This design comes from an exercise in tuning for small area, a short achievable clock period and few clock cycles on the open sky130 flow, not from production work.
Function was checked by simulation only, so behaviour that the tests miss may differ from the original.

== ember ==
==> flow/design.v <==
`default_nettype none
module mult_div_unit #(
    parameter int RM  = 8,     
    parameter int BS  = 8     
) (
    input  logic        clk,
    input  logic        reset,
    input  logic        start,
    input  logic [2:0]  op,
    input  logic [31:0] RD1,
    input  logic [31:0] RD2,
    output logic        busy,
    output logic [31:0] HI,
    output logic [31:0] LO
);
    localparam int ND = RM / 2;                         
    localparam int W  = (32 + RM > 35) ? 32 + RM : 35;  
    localparam int NR = ND + 2;                         
    localparam logic [4:0] c_mul_last = 5'(32 / RM - 1);
    localparam logic [1:0] ST_MUL  = 2'd0;
    localparam logic [1:0] ST_MFIX = 2'd1;
    localparam logic [1:0] ST_PREP = 2'd2;
    localparam logic [1:0] ST_ITER = 2'd3;
    logic        r_busy;
    logic [1:0]  r_st;
    logic [4:0]  r_cnt;
    logic        r_sgnd;      
    logic        r_aneg;      
    logic        r_mprev;     
    logic [31:0] r_b;
    logic [31:0] r_hi;
    logic [31:0] r_lo;
    wire w_mul  = (r_st == ST_MUL);
    wire w_prep = (r_st == ST_PREP);
    wire w_iter = (r_st == ST_ITER);
    wire w_div  = r_st[1];
    wire w_bneg = r_sgnd & r_b[31];
    wire w_qneg = r_aneg ^ w_bneg;
    logic [31:0] w_am, w_bm;
    logic [5:0]  w_la, w_lb;
    logic [5:0]  w_s;
    assign w_am = r_hi ^ {32{r_aneg}};
    assign w_bm = r_b ^ {32{w_bneg}};
    always_comb begin
        w_la = 6'd0;
        w_lb = 6'd1;
        for (int i = 0; i < 32; i++) begin
            if (w_am[i]) w_la = 6'(i + 1);
            if (w_bm[i]) w_lb = 6'(i + 1);
        end
    end
    assign w_s = w_la + {5'd0, r_aneg} - w_lb;
    wire w_sneg = w_s[5];
    wire w_div0 = (r_b == 32'd0);
    logic [4:0]  w_amt;
    logic [31:0] w_sh;
    always_comb begin
        w_amt = 5'd0;
        if (w_iter) w_amt = r_cnt;
        else if (w_prep && !w_qneg) w_amt = w_s[4:0];
    end
    always_comb begin
        case (w_amt[4:3])
            2'd0: w_sh = r_b;
            2'd1: w_sh = {r_b[23:0], 8'd0};
            2'd2: w_sh = {r_b[15:0], 16'd0};
            default: w_sh = {r_b[7:0], 24'd0};
        endcase
    end
    logic [32:0]  w_a33;
    logic         w_hext;
    logic [W-1:0] w_hrow;
    logic [W-1:0] w_pp [ND];
    logic [W-1:0] w_krow;
    assign w_a33  = {w_bneg, w_sh};
    assign w_hext = r_hi[31] & (r_sgnd | ~w_div);
    assign w_hrow = W'({~w_hext, r_hi});
    always_comb begin
        logic [2:0]  bits;
        logic        one, two, neg, nprev;
        logic [33:0] pp;
        logic [W-1:0] k;
        k = W'(-(64'd1 << 32));
        nprev = 1'b0;
        for (int j = 0; j < ND; j++) begin
            bits = {r_lo[2*j+1], r_lo[2*j], (j == 0) ? r_mprev : r_lo[2*j-1]};
            one  = bits[1] ^ bits[0];
            two  = (bits == 3'b100) || (bits == 3'b011);
            neg  = bits[2];
            if (!w_mul) begin
                one = (j == 32'(w_amt[2:1])) && !w_amt[0];
                two = (j == 32'(w_amt[2:1])) && w_amt[0];
                neg = (j == 32'(w_amt[2:1])) && w_div && !w_qneg;
            end
            pp = ({34{one}} & {w_a33[32], w_a33}) | ({34{two}} & {w_a33, 1'b0});
            pp = pp ^ {34{neg}};
            w_pp[j] = W'({~pp[33], pp[32:0]}) << (2*j);
            if (j > 0) w_pp[j][2*j-2] = nprev;
            nprev = neg;
            k = k - W'(64'd1 << (33 + 2*j));
        end
        w_krow = k;
        w_krow[2*ND-2] = nprev;
    end
    logic [W-1:0] w_csa_s, w_csa_c;
    always_comb begin
        logic [W-1:0] x, y, z;
        x = w_krow;
        y = w_pp[ND-1];
        for (int i = 0; i < NR - 2; i++) begin
            if (i < ND - 1) z = w_pp[ND-2-i];
            else            z = w_hrow;
            w_csa_s = x ^ y ^ z;
            w_csa_c = ((x & y) | (x & z) | (y & z)) << 1;
            x = w_csa_s;
            y = w_csa_c;
        end
        w_csa_s = x;
        w_csa_c = y;
    end
    logic [W-1:0] w_sum;
    always_comb begin
        logic c, cb, g, p, inc;
        logic [W-1:0] s0;
        cb = 1'b0;
        for (int lo = 0; lo < W; lo += BS) begin
            c = 1'b0;
            p = 1'b1;
            for (int i = lo; i < lo + BS && i < W; i++) begin
                s0[i] = w_csa_s[i] ^ w_csa_c[i] ^ c;
                c = (w_csa_s[i] & w_csa_c[i]) | (w_csa_s[i] & c) | (w_csa_c[i] & c);
            end
            g = c;
            inc = cb;
            for (int i = lo; i < lo + BS && i < W; i++) begin
                w_sum[i] = s0[i] ^ inc;
                inc = inc & s0[i];
                p = p & s0[i];
            end
            cb = g | (p & cb);
        end
    end
    logic [34:0] w_t;
    logic        w_take;
    assign w_t    = w_sum[34:0];
    assign w_take = r_aneg ? (w_t[34] || (w_t == 35'd0)) : !w_t[34];
    wire w_acc_md = start && !op[2];
    wire w_pre_go = w_qneg ? w_take : !w_sneg;    
    always_ff @(posedge clk or negedge reset) begin
        if (!reset) begin
            r_busy <= 1'b0;
        end else if (!r_busy) begin
            r_busy <= w_acc_md;
        end else begin
            case (r_st)
                ST_MUL:  if (r_cnt == 5'd0 && (r_sgnd || !r_lo[RM-1])) r_busy <= 1'b0;
                ST_MFIX: r_busy <= 1'b0;
                ST_PREP: if (w_div0 || !w_pre_go || (!w_qneg && w_s[4:0] == 5'd0)) r_busy <= 1'b0;
                default: if (r_cnt == 5'd0) r_busy <= 1'b0;
            endcase
        end
    end
    always_ff @(posedge clk or negedge reset) begin
        if (!reset) begin
            r_st    <= ST_MUL;
            r_cnt   <= 5'd0;
            r_sgnd  <= 1'b0;
            r_aneg  <= 1'b0;
            r_mprev <= 1'b0;
        end else if (!r_busy) begin
            r_st    <= {op[1], 1'b0};
            r_cnt   <= c_mul_last;
            r_sgnd  <= !op[0];
            r_aneg  <= !op[0] && RD1[31];
            r_mprev <= 1'b0;
        end else begin
            case (r_st)
                ST_MUL: begin
                    r_mprev <= r_lo[RM-1];
                    r_cnt   <= r_cnt - 5'd1;
                    if (r_cnt == 5'd0) r_st <= ST_MFIX;
                end
                ST_PREP: begin
                    r_cnt <= w_s[4:0] - {4'd0, !w_qneg};
                    r_st  <= ST_ITER;
                end
                ST_ITER: r_cnt <= r_cnt - 5'd1;
                default: ;
            endcase
        end
    end
    always_ff @(posedge clk) begin
        if (!r_busy) r_b <= RD2;
    end
    logic [31:0] w_hi_int, w_lo_int;
    always_comb begin
        w_hi_int = r_hi;
        w_lo_int = r_lo;
        if (r_busy) begin
            case (r_st)
                ST_MUL: begin
                    w_hi_int = w_sum[RM+31:RM];
                    w_lo_int = {w_sum[RM-1:0], r_lo[31:RM]};
                end
                ST_MFIX: w_hi_int = w_sum[31:0];
                ST_PREP: begin
                    if (w_take && w_pre_go) w_hi_int = w_sum[31:0];
                    if (w_div0)       w_lo_int = '1;
                    else if (w_qneg)  w_lo_int = {32{w_take}};
                    else              w_lo_int = {31'd0, w_take && !w_sneg};
                end
                default: begin
                    if (w_take) w_hi_int = w_sum[31:0];
                    w_lo_int = {r_lo[30:0], w_take ^ w_qneg};
                end
            endcase
        end
    end
    wire w_ld_hi = !r_busy && start && (op[2] == 1'b0 || op == 3'd4);
    wire w_ld_lo = !r_busy && start && (op[2] == 1'b0 || op == 3'd5);
    always_ff @(posedge clk or negedge reset) begin
        if (!reset) begin
            r_hi <= '0;
            r_lo <= '0;
        end else begin
            r_hi <= w_ld_hi ? (RD1 & {32{op[1] | op[2]}}) : w_hi_int;
            r_lo <= w_ld_lo ? RD1 : w_lo_int;
        end
    end
    assign busy = r_busy;
    assign HI   = r_hi;
    assign LO   = r_lo;
endmodule
`default_nettype wire
Settings: LEC_CHECK=0, ABC_AREA=1, CAP_MARGIN=20, CORE_MARGIN=2, CORE_UTILIZATION=60, SLEW_MARGIN=20; clock period 90.0 ns.
standard.sh (not shown) runs the stock make flow with config.mk's settings and CLKGATE_MAP_FILE= SYNTH_SCRIPT=/design/flow/synth_recipe.tcl, a recipe that flattens the netlist after the stock synthesis.
==> flow/flow/run.sh <==
#!/bin/bash
# Layout flow: the standard synthesis and layout steps, with buf_1 port
# buffers and timing repair aimed at a setup margin that covers the clock
# period left over by the fixed 18 ns input and output delays.
set -uo pipefail
bash standard.sh synth > synth.log 2>&1 || exit 1
bash standard.sh SETUP_SLACK_MARGIN=70.9 \
    'BUFFER_PORTS_ARGS=-buffer_cell sky130_fd_sc_hd__buf_1' \
    finish > layout.log 2>&1 || exit 1
No stage failed in ember, and the final checks on the layout all came back clean.
Testbench counts of ember, summed over its fixed seeds: cycles 13,407.
For maple, these inputs were changed with respect to ember:
-- flow/flow/run.sh --
<<< ember, line 7
bash standard.sh SETUP_SLACK_MARGIN=70.9 \
>>> maple, line 7
bash standard.sh SETUP_SLACK_MARGIN=70.8 \
## What came out
Effective utilization at floorplan: maple vs ember, no meaningful difference
As far as tap cell count goes, ember and maple are indistinguishable; the numbers are identical.
Row final area: maple lower / ember higher
On HPWL after detailed placement, maple tracks ember almost exactly.
From ember to maple the numbers moved as follows: share of the cycle needed by the critical path after routing flat; adder-cell share of the synthesized area barely changed.
Changes in quartz relative to maple:
Settings: CORE_UTILIZATION: 60 -> 40.
-- flow/flow/run.sh --
<<< maple, line 2
# Layout flow: the standard synthesis and layout steps, with buf_1 port
>>> quartz, line 2
# Layout flow: the standard synthesis and layout steps, with buf_4 port
<<< maple, line 7
bash standard.sh SETUP_SLACK_MARGIN=70.8 \
    'BUFFER_PORTS_ARGS=-buffer_cell sky130_fd_sc_hd__buf_1' \
>>> quartz, line 7
bash standard.sh SETUP_SLACK_MARGIN=71 \
    'BUFFER_PORTS_ARGS=-buffer_cell sky130_fd_sc_hd__buf_4' \
Summary of the comparison: final cell utilization of the core is lower in quartz, relative to maple. Against maple as the reference, quartz delivers a higher post-layout worst setup margin. Total length of routed met3 wires, maple and quartz, higher one = quartz. Cmp maple and quartz / per-cell via count in the routed design / higher: maple. The initial antenna violation count number comes out lower for maple vs quartz. [compare] base=maple new=quartz: clock period minus worst slack went down by 0.14 ns.

-- static timing again, ports no longer ideal --
How much do the figures lean on ideal ports? The routed layouts below were timed once more, with nothing changed but the port constraints. Step 1 sets driving cells, clkbuf_16 on the clock port and buf_2 on the other inputs (assumed; they add their load-dependent delay and slew). Step 2 moves the port delays by t, midway between the first and last clock arrival at a register: inputs arrive t later, outputs are due t later. That takes back most of the time a late clock gives input paths. Three values: no drivers, after step 1, after step 2; two values: the first two.
run | shift t [ns] | setup WS [ns] | worst hold slack (ns)
ember | 0.417 | 70.909 / 70.855 / 70.549 | 0.593 / 0.593 / 0.593
maple | 0.421 | 70.861 / 70.811 / 70.461 | 0.587 / 0.587 / 0.587
quartz | 0.436 | 70.998 / 70.949 / 70.583 | 0.570 / 0.570 / 0.570
After both steps every run listed still meets setup and hold. The setup slack of quartz, which loses most, moves by -0.049 ns with the drivers and by -0.415 ns with both steps.
